Background: an optimization exercise with open tools, aiming at small area, a short achievable clock period and few clock cycles per item. Do not read the settings as production practice. In this exercise RTL edits were held to simulation tests only and were not proved equivalent to the original. Power and IR drop assume default switching activity.

job 105:
Design sprite_quad_batcher, start of the top module:
module sprite_quad_batcher
(
  input  logic                clk,
  input  logic                rst,
  input  logic                in_valid,
  output logic                in_stall,
  input  logic                mode,
  input  logic signed [31:0]  pos_x,
  input  logic signed [31:0]  pos_y,
  input  logic signed [31:0]  pos_z,
  input  logic signed [31:0]  quad_width,
  input  logic signed [31:0]  quad_height,
  input  logic [31:0]         rgba_color,
  input  logic [31:0]         uv_corner0,
  input  logic [31:0]         uv_corner1,
  input  logic [31:0]         uv_corner2,
  input  logic [31:0]         uv_corner3,
  input  logic [31:0]         texture_name,
  output logic                out_valid,
  input  logic                out_stall,
  output logic signed [31:0]  vert_x,
  output logic signed [31:0]  vert_y,
  output logic signed [31:0]  vert_z,
  output logic [31:0]         vert_color,
  output logic [15:0]         vert_u,
  output logic [15:0]         vert_v,
  output logic [sqb_pkg::SLOT_W-1:0]   tex_slot,
  output logic                batch_cut,
  output logic [sqb_pkg::ICOUNT_W-1:0] batch_index_count,
  output logic                end_marker,
  output logic                last_of_item
);
==> module sprite_quad_batcher, before the edit <==
module sprite_quad_batcher
(
  input  logic                clk,
  input  logic                rst,
  input  logic                in_valid,
  output logic                in_stall,
  input  logic                mode,
  input  logic signed [31:0]  pos_x,
  input  logic signed [31:0]  pos_y,
  input  logic signed [31:0]  pos_z,
  input  logic signed [31:0]  quad_width,
  input  logic signed [31:0]  quad_height,
  input  logic [31:0]         rgba_color,
  input  logic [31:0]         uv_corner0,
  input  logic [31:0]         uv_corner1,
  input  logic [31:0]         uv_corner2,
  input  logic [31:0]         uv_corner3,
  input  logic [31:0]         texture_name,
  output logic                out_valid,
  input  logic                out_stall,
  output logic signed [31:0]  vert_x,
  output logic signed [31:0]  vert_y,
  output logic signed [31:0]  vert_z,
  output logic [31:0]         vert_color,
  output logic [15:0]         vert_u,
  output logic [15:0]         vert_v,
  output logic [sqb_pkg::SLOT_W-1:0]   tex_slot,
  output logic                batch_cut,
  output logic [sqb_pkg::ICOUNT_W-1:0] batch_index_count,
  output logic                end_marker,
  output logic                last_of_item
);
  logic [ICOUNT_W-1:0] index_count;
  logic                r_valid;
  logic [1:0]          vtx;
  logic signed [31:0]  o_x;             
  logic signed [31:0]  o_y;             
  logic signed [31:0]  o_z;
  logic [31:0]         o_color;
  logic [31:0]         o_uv;
  logic [SLOT_W-1:0]   o_slot;
  logic                o_cut;
  logic [ICOUNT_W-1:0] o_count;
  logic                o_end;
  logic                o_last;
  logic signed [31:0]  x_w;             
  logic signed [31:0]  y_alt;           
  logic                x_c;             
  logic                y_c;
  logic                fresh;           
  logic [31:0]         uv1;
  logic [31:0]         uv2;
  logic [31:0]         uv3;
  logic                is_end;
  logic                cap_cut;
  logic                lk_done;
  logic                lk_done_nx;
  logic                ok_free;         
  logic                ok_last;         
  logic                r_valid_nx;
  logic                o_last_nx;
  logic [SLOT_W-1:0]   tab_slot;
  logic                tab_cut;
  logic                cut_now;
  logic                accept;
  logic                out_take;
  function automatic logic [16:0] add_lo(input logic [15:0] a,
                                         input logic [15:0] b);
    add_lo = {1'b0, a} + {1'b0, b};
  endfunction
  function automatic logic [31:0] add_hi_sat(input logic [15:0] a_hi,
                                             input logic [15:0] b_hi,
                                             input logic        c,
                                             input logic [15:0] s_lo);
    logic [15:0] s_hi;
    s_hi = a_hi + b_hi + {15'd0, c};
    if ((a_hi[15] == b_hi[15]) && (s_hi[15] != a_hi[15])) begin
      add_hi_sat = a_hi[15] ? 32'h8000_0000 : 32'h7FFF_FFFF;
    end else begin
      add_hi_sat = {s_hi, s_lo};
    end
  endfunction
  logic [16:0]         x_lo;
  logic [16:0]         y_lo;
  logic [31:0]         x1c;
  logic [31:0]         y1c;
  assign x_lo = add_lo(pos_x[15:0], quad_width[15:0]);
  assign y_lo = add_lo(pos_y[15:0], quad_height[15:0]);
  assign x1c  = add_hi_sat(o_x[31:16], x_w[31:16], x_c, x_w[15:0]);
  assign y1c  = add_hi_sat(o_y[31:16], y_alt[31:16], y_c, y_alt[15:0]);
  assign is_end    = (mode == MODE_END);
  assign cap_cut   = !is_end && index_count[18] && index_count[17];    
  assign cut_now   = cap_cut || tab_cut;
  assign in_stall  = !(ok_free || (ok_last && !out_stall));
  assign accept    = in_valid && !in_stall && !rst;
  assign out_valid = r_valid;
  assign out_take  = r_valid && !out_stall;
  sqb_tex_table u_table (
    .clk      (clk),
    .rst      (rst),
    .tex      (texture_name),
    .in_valid (in_valid),
    .accept   (accept),
    .is_end   (is_end),
    .cap      (cap_cut),
    .done     (lk_done),
    .done_next(lk_done_nx),
    .slot     (tab_slot),
    .full_cut (tab_cut)
  );
  always_comb begin
    r_valid_nx = r_valid;
    o_last_nx  = o_last;
    if (accept) begin
      r_valid_nx = 1'b1;
      o_last_nx  = is_end;
    end else if (out_take) begin
      r_valid_nx = !o_last;
      o_last_nx  = (vtx == 2'd2);
    end
  end
  always_ff @(posedge clk) begin
    if (rst) begin
      r_valid     <= 1'b0;
      ok_free     <= 1'b1;
      ok_last     <= 1'b0;
      fresh       <= 1'b0;
      index_count <= '0;
      vtx         <= '0;
    end else begin
      r_valid <= r_valid_nx;
      ok_free <= lk_done_nx && !r_valid_nx;
      ok_last <= lk_done_nx && r_valid_nx && o_last_nx;
      fresh   <= accept && !is_end;
      if (accept) begin
        vtx     <= '0;
        if (is_end) begin
          index_count <= '0;
        end else begin
          index_count <= cut_now ? ICOUNT_W'(INDICES_PER_QUAD) : index_count + ICOUNT_W'(INDICES_PER_QUAD);
        end
      end else if (out_take) begin
        vtx <= vtx + 2'd1;
      end
    end
  end
  always_ff @(posedge clk) begin
    o_last <= o_last_nx;
    if (accept) begin
      o_x     <= is_end ? '0 : pos_x;
      o_y     <= is_end ? '0 : pos_y;
      o_z     <= is_end ? '0 : pos_z;
      o_color <= is_end ? '0 : rgba_color;
      o_uv    <= is_end ? '0 : uv_corner0;
      o_slot  <= is_end ? '0 : tab_slot;
      o_cut   <= !is_end && cut_now;
      o_count <= (is_end || cut_now) ? index_count : '0;
      o_end   <= is_end;
      x_w     <= {quad_width[31:16], x_lo[15:0]};
      x_c     <= x_lo[16];
      y_alt   <= {quad_height[31:16], y_lo[15:0]};
      y_c     <= y_lo[16];
      uv1     <= uv_corner1;
      uv2     <= uv_corner2;
      uv3     <= uv_corner3;
    end else begin
      if (fresh) begin
        x_w <= x1c;
      end
      if (out_take) begin
        o_uv    <= uv1;
        uv1     <= uv2;
        uv2     <= uv3;
        o_cut   <= 1'b0;
        o_count <= '0;
        if (vtx == 2'd1) begin
          o_x <= x_w;
        end
      end
      if (fresh) begin
        if (out_take) begin
          o_y   <= y1c;
          y_alt <= o_y;
        end else begin
          y_alt <= y1c;
        end
      end else if (out_take && !vtx[0]) begin
        o_y   <= y_alt;
        y_alt <= o_y;
      end
    end
  end
  assign vert_x            = o_x;
  assign vert_y            = o_y;
  assign vert_z            = o_z;
  assign vert_color        = o_color;
  assign vert_u            = o_uv[31:16];
  assign vert_v            = o_uv[15:0];
  assign tex_slot          = o_slot;
  assign batch_cut         = o_cut;
  assign batch_index_count = o_count;
  assign end_marker        = o_end;
  assign last_of_item      = o_last;
endmodule
export LEC_CHECK = 0
export CAP_MARGIN = 20
export CORE_MARGIN = 2
export CORE_UTILIZATION = 60
export CTS_BUF_LIST = sky130_fd_sc_hd__clkbuf_8
export SETUP_SLACK_MARGIN = 3.3
export SLEW_MARGIN = 20
create_clock -name core_clock -period 6.0 [get_ports {clk}]
standard.sh (not shown) runs the stock make flow with config.mk's settings and CLKGATE_MAP_FILE= SYNTH_SCRIPT=/design/flow/synth_recipe.tcl, a recipe that flattens the netlist after the stock synthesis.
==> flow/flow/run.sh <==
#!/bin/bash
# The standard layout (the standard.sh: ORFS synthesis through finish),
# with changes to how the resizer and the clock tree work:
#  - port buffers are sky130_fd_sc_hd__buf_1 instead of the cell buffer_ports
#    picks by default (a delay cell); the resizer sizes them afterwards;
#  - gate sizing may swap cells of other footprints (MATCH_CELL_FOOTPRINT=0);
#  - clock tree synthesis inserts no dummy loads.
# Every port still gets its buffer. The make output goes to flow_make.log.
set -euo pipefail
bash standard.sh \
  "BUFFER_PORTS_ARGS=-buffer_cell sky130_fd_sc_hd__buf_1" \
  MATCH_CELL_FOOTPRINT=0 \
  "CTS_ARGS=-sink_clustering_enable -repair_clock_nets -dont_use_dummy_load -buf_list sky130_fd_sc_hd__clkbuf_8" \
  finish > flow_make.log 2>&1
Testbench counts of job 105, summed over its fixed seeds: cycles 47,560, items 12,000.
Here is what was changed in the inputs of job 101 compared with job 105.
-- flow/design.v --
<<< job 105, line 252
  logic                x_c;             
  logic                y_c;
  logic                fresh;           
  logic [31:0]         uv1;
>>> job 101, line 252
  logic                x_c;             
  logic                y_c;
  logic [1:0]          x_gp;            
  logic [1:0]          y_gp;
  logic                fresh;           
  logic [31:0]         uv1;
<<< job 105, line 269
  logic                accept;
  logic                out_take;
  function automatic logic [16:0] add_lo(input logic [15:0] a,
                                         input logic [15:0] b);
>>> job 101, line 271
  logic                accept;
  logic                out_take;
  logic                step;
  function automatic logic [16:0] add_lo(input logic [15:0] a,
                                         input logic [15:0] b);
<<< job 105, line 276
                                             input logic [15:0] b_hi,
                                             input logic        c,
                                             input logic [15:0] s_lo);
    logic [15:0] s_hi;
    s_hi = a_hi + b_hi + {15'd0, c};
    if ((a_hi[15] == b_hi[15]) && (s_hi[15] != a_hi[15])) begin
      add_hi_sat = a_hi[15] ? 32'h8000_0000 : 32'h7FFF_FFFF;
    end else begin
      add_hi_sat = {s_hi, s_lo};
    end
  endfunction
  logic [16:0]         x_lo;
>>> job 101, line 279
                                             input logic [15:0] b_hi,
                                             input logic        c,
                                             input logic [15:0] s_lo,
                                             input logic        g,
                                             input logic        p);
    logic [15:0] s_hi;
    logic        c31;
    s_hi = a_hi + b_hi + {15'd0, c};
    c31  = g || (p && c);
    if ((a_hi[15] == b_hi[15]) && (c31 != a_hi[15])) begin
      add_hi_sat = a_hi[15] ? 32'h8000_0000 : 32'h7FFF_FFFF;
    end else begin
      add_hi_sat = {s_hi, s_lo};
    end
  endfunction
  function automatic logic [1:0] gp_hi(input logic [31:0] a,
                                       input logic [31:0] b);
    logic [15:0] s;
    s = {1'b0, a[30:16]} + {1'b0, b[30:16]};
    gp_hi = {s[15], &(a[30:16] ^ b[30:16])};
  endfunction
  logic [16:0]         x_lo;
<<< job 105, line 291
  assign x_lo = add_lo(pos_x[15:0], quad_width[15:0]);
  assign y_lo = add_lo(pos_y[15:0], quad_height[15:0]);
  assign x1c  = add_hi_sat(o_x[31:16], x_w[31:16], x_c, x_w[15:0]);
  assign y1c  = add_hi_sat(o_y[31:16], y_alt[31:16], y_c, y_alt[15:0]);
  assign is_end    = (mode == MODE_END);
  assign cap_cut   = !is_end && index_count[18] && index_count[17];    
>>> job 101, line 304
  assign x_lo = add_lo(pos_x[15:0], quad_width[15:0]);
  assign y_lo = add_lo(pos_y[15:0], quad_height[15:0]);
  assign x1c  = add_hi_sat(o_x[31:16], x_w[31:16], x_c, x_w[15:0], x_gp[1], x_gp[0]);
  assign y1c  = add_hi_sat(o_y[31:16], y_alt[31:16], y_c, y_alt[15:0], y_gp[1], y_gp[0]);
  assign is_end    = (mode == MODE_END);
  assign cap_cut   = !is_end && index_count[18] && index_count[17];    
<<< job 105, line 356
      o_z     <= is_end ? '0 : pos_z;
      o_color <= is_end ? '0 : rgba_color;
      o_uv    <= is_end ? '0 : uv_corner0;
      o_slot  <= is_end ? '0 : tab_slot;
      o_cut   <= !is_end && cut_now;
      o_count <= (is_end || cut_now) ? index_count : '0;
      o_end   <= is_end;
      x_w     <= {quad_width[31:16], x_lo[15:0]};
      x_c     <= x_lo[16];
      y_alt   <= {quad_height[31:16], y_lo[15:0]};
      y_c     <= y_lo[16];
      uv1     <= uv_corner1;
      uv2     <= uv_corner2;
      uv3     <= uv_corner3;
    end else begin
>>> job 101, line 369
      o_z     <= is_end ? '0 : pos_z;
      o_color <= is_end ? '0 : rgba_color;
      o_slot  <= is_end ? '0 : tab_slot;
      o_end   <= is_end;
      x_w     <= {quad_width[31:16], x_lo[15:0]};
      x_c     <= x_lo[16];
      x_gp    <= gp_hi(pos_x, quad_width);
      y_alt   <= {quad_height[31:16], y_lo[15:0]};
      y_c     <= y_lo[16];
      y_gp    <= gp_hi(pos_y, quad_height);
      uv3     <= uv_corner3;
    end else begin
<<< job 105, line 373
      end
      if (out_take) begin
        o_uv    <= uv1;
        uv1     <= uv2;
        uv2     <= uv3;
        o_cut   <= 1'b0;
        o_count <= '0;
        if (vtx == 2'd1) begin
          o_x <= x_w;
>>> job 101, line 383
      end
      if (out_take) begin
        if (vtx == 2'd1) begin
          o_x <= x_w;
<<< job 105, line 395
    end
  end
  assign vert_x            = o_x;
  assign vert_y            = o_y;
>>> job 101, line 400
    end
  end
  assign step = !(r_valid && out_stall);
  always_ff @(posedge clk) begin
    if (step) begin
      o_uv    <= accept ? (is_end ? '0 : uv_corner0) : uv1;
      uv1     <= accept ? uv_corner1 : uv2;
      uv2     <= accept ? uv_corner2 : uv3;
      o_cut   <= accept && !is_end && cut_now;
      o_count <= (accept && (is_end || cut_now)) ? index_count : '0;
    end
  end
  assign vert_x            = o_x;
  assign vert_y            = o_y;
[summary]
- Every stage of the flow completed for job 101, and the final layout passed the timing, DRC and antenna checks.
- Going from job 105 to job 101, overall via count from detail_route grew by a few percent.
- Diff job 101 and job 105: clock skew higher in job 101
- From job 105 to job 101 the numbers moved as follows: slew of the pin with the lowest slew margin lower, sum of routed wire length over all layers higher, total number of cells along the worst setup path lower.
- Job 105 → job 101: largest fanout of any net on the critical path has decreased; global routing met3 resource utilization fell by 0.35 points; die span in x went up; static leakage increased about 2.4%.
- Of job 101 and job 105, the lower xor/xnor share of the synthesized area belongs to job 101.
- The higher clock share of power came out of job 101.
- In job 101 relative to job 105, non-clock buffer count had gone down slightly.
- primary input to primary output as the category of the critical setup timing path was reported by job 105, and flop to primary output by job 101.
- Job 101 vs. job 105: floorplan core area went up by about 2%.
Testbench counts of job 101, summed over its fixed seeds: cycles 47,560, items 12,000.

## static timing again, ports no longer ideal
No port has a modelled driver above. Below, the same layouts with a new extraction and two added sets of constraints.
Step 1, drivers: a clkbuf_16 drives clk and a buf_2 each remaining input, both assumed.
Step 2 moves the port delays by t, midway between the first and last clock arrival at a register: inputs arrive t later, outputs are due t later. That takes back most of the time a late clock gives input paths.
a / b / c = ideal / step 1 / step 2; a / b = the first two.
run | shift t [ns] | setup slack, ns | worst data-port slew with drivers (ns)
job 105 | 0.917 | 3.105 / 3.049 / 2.331 | 0.14
job 101 | 0.910 | 3.104 / 3.040 / 2.417 | 0.15
After both steps every run listed still meets setup and hold. The setup slack of job 105, which loses most, moves by -0.056 ns with the drivers and by -0.774 ns with both steps.
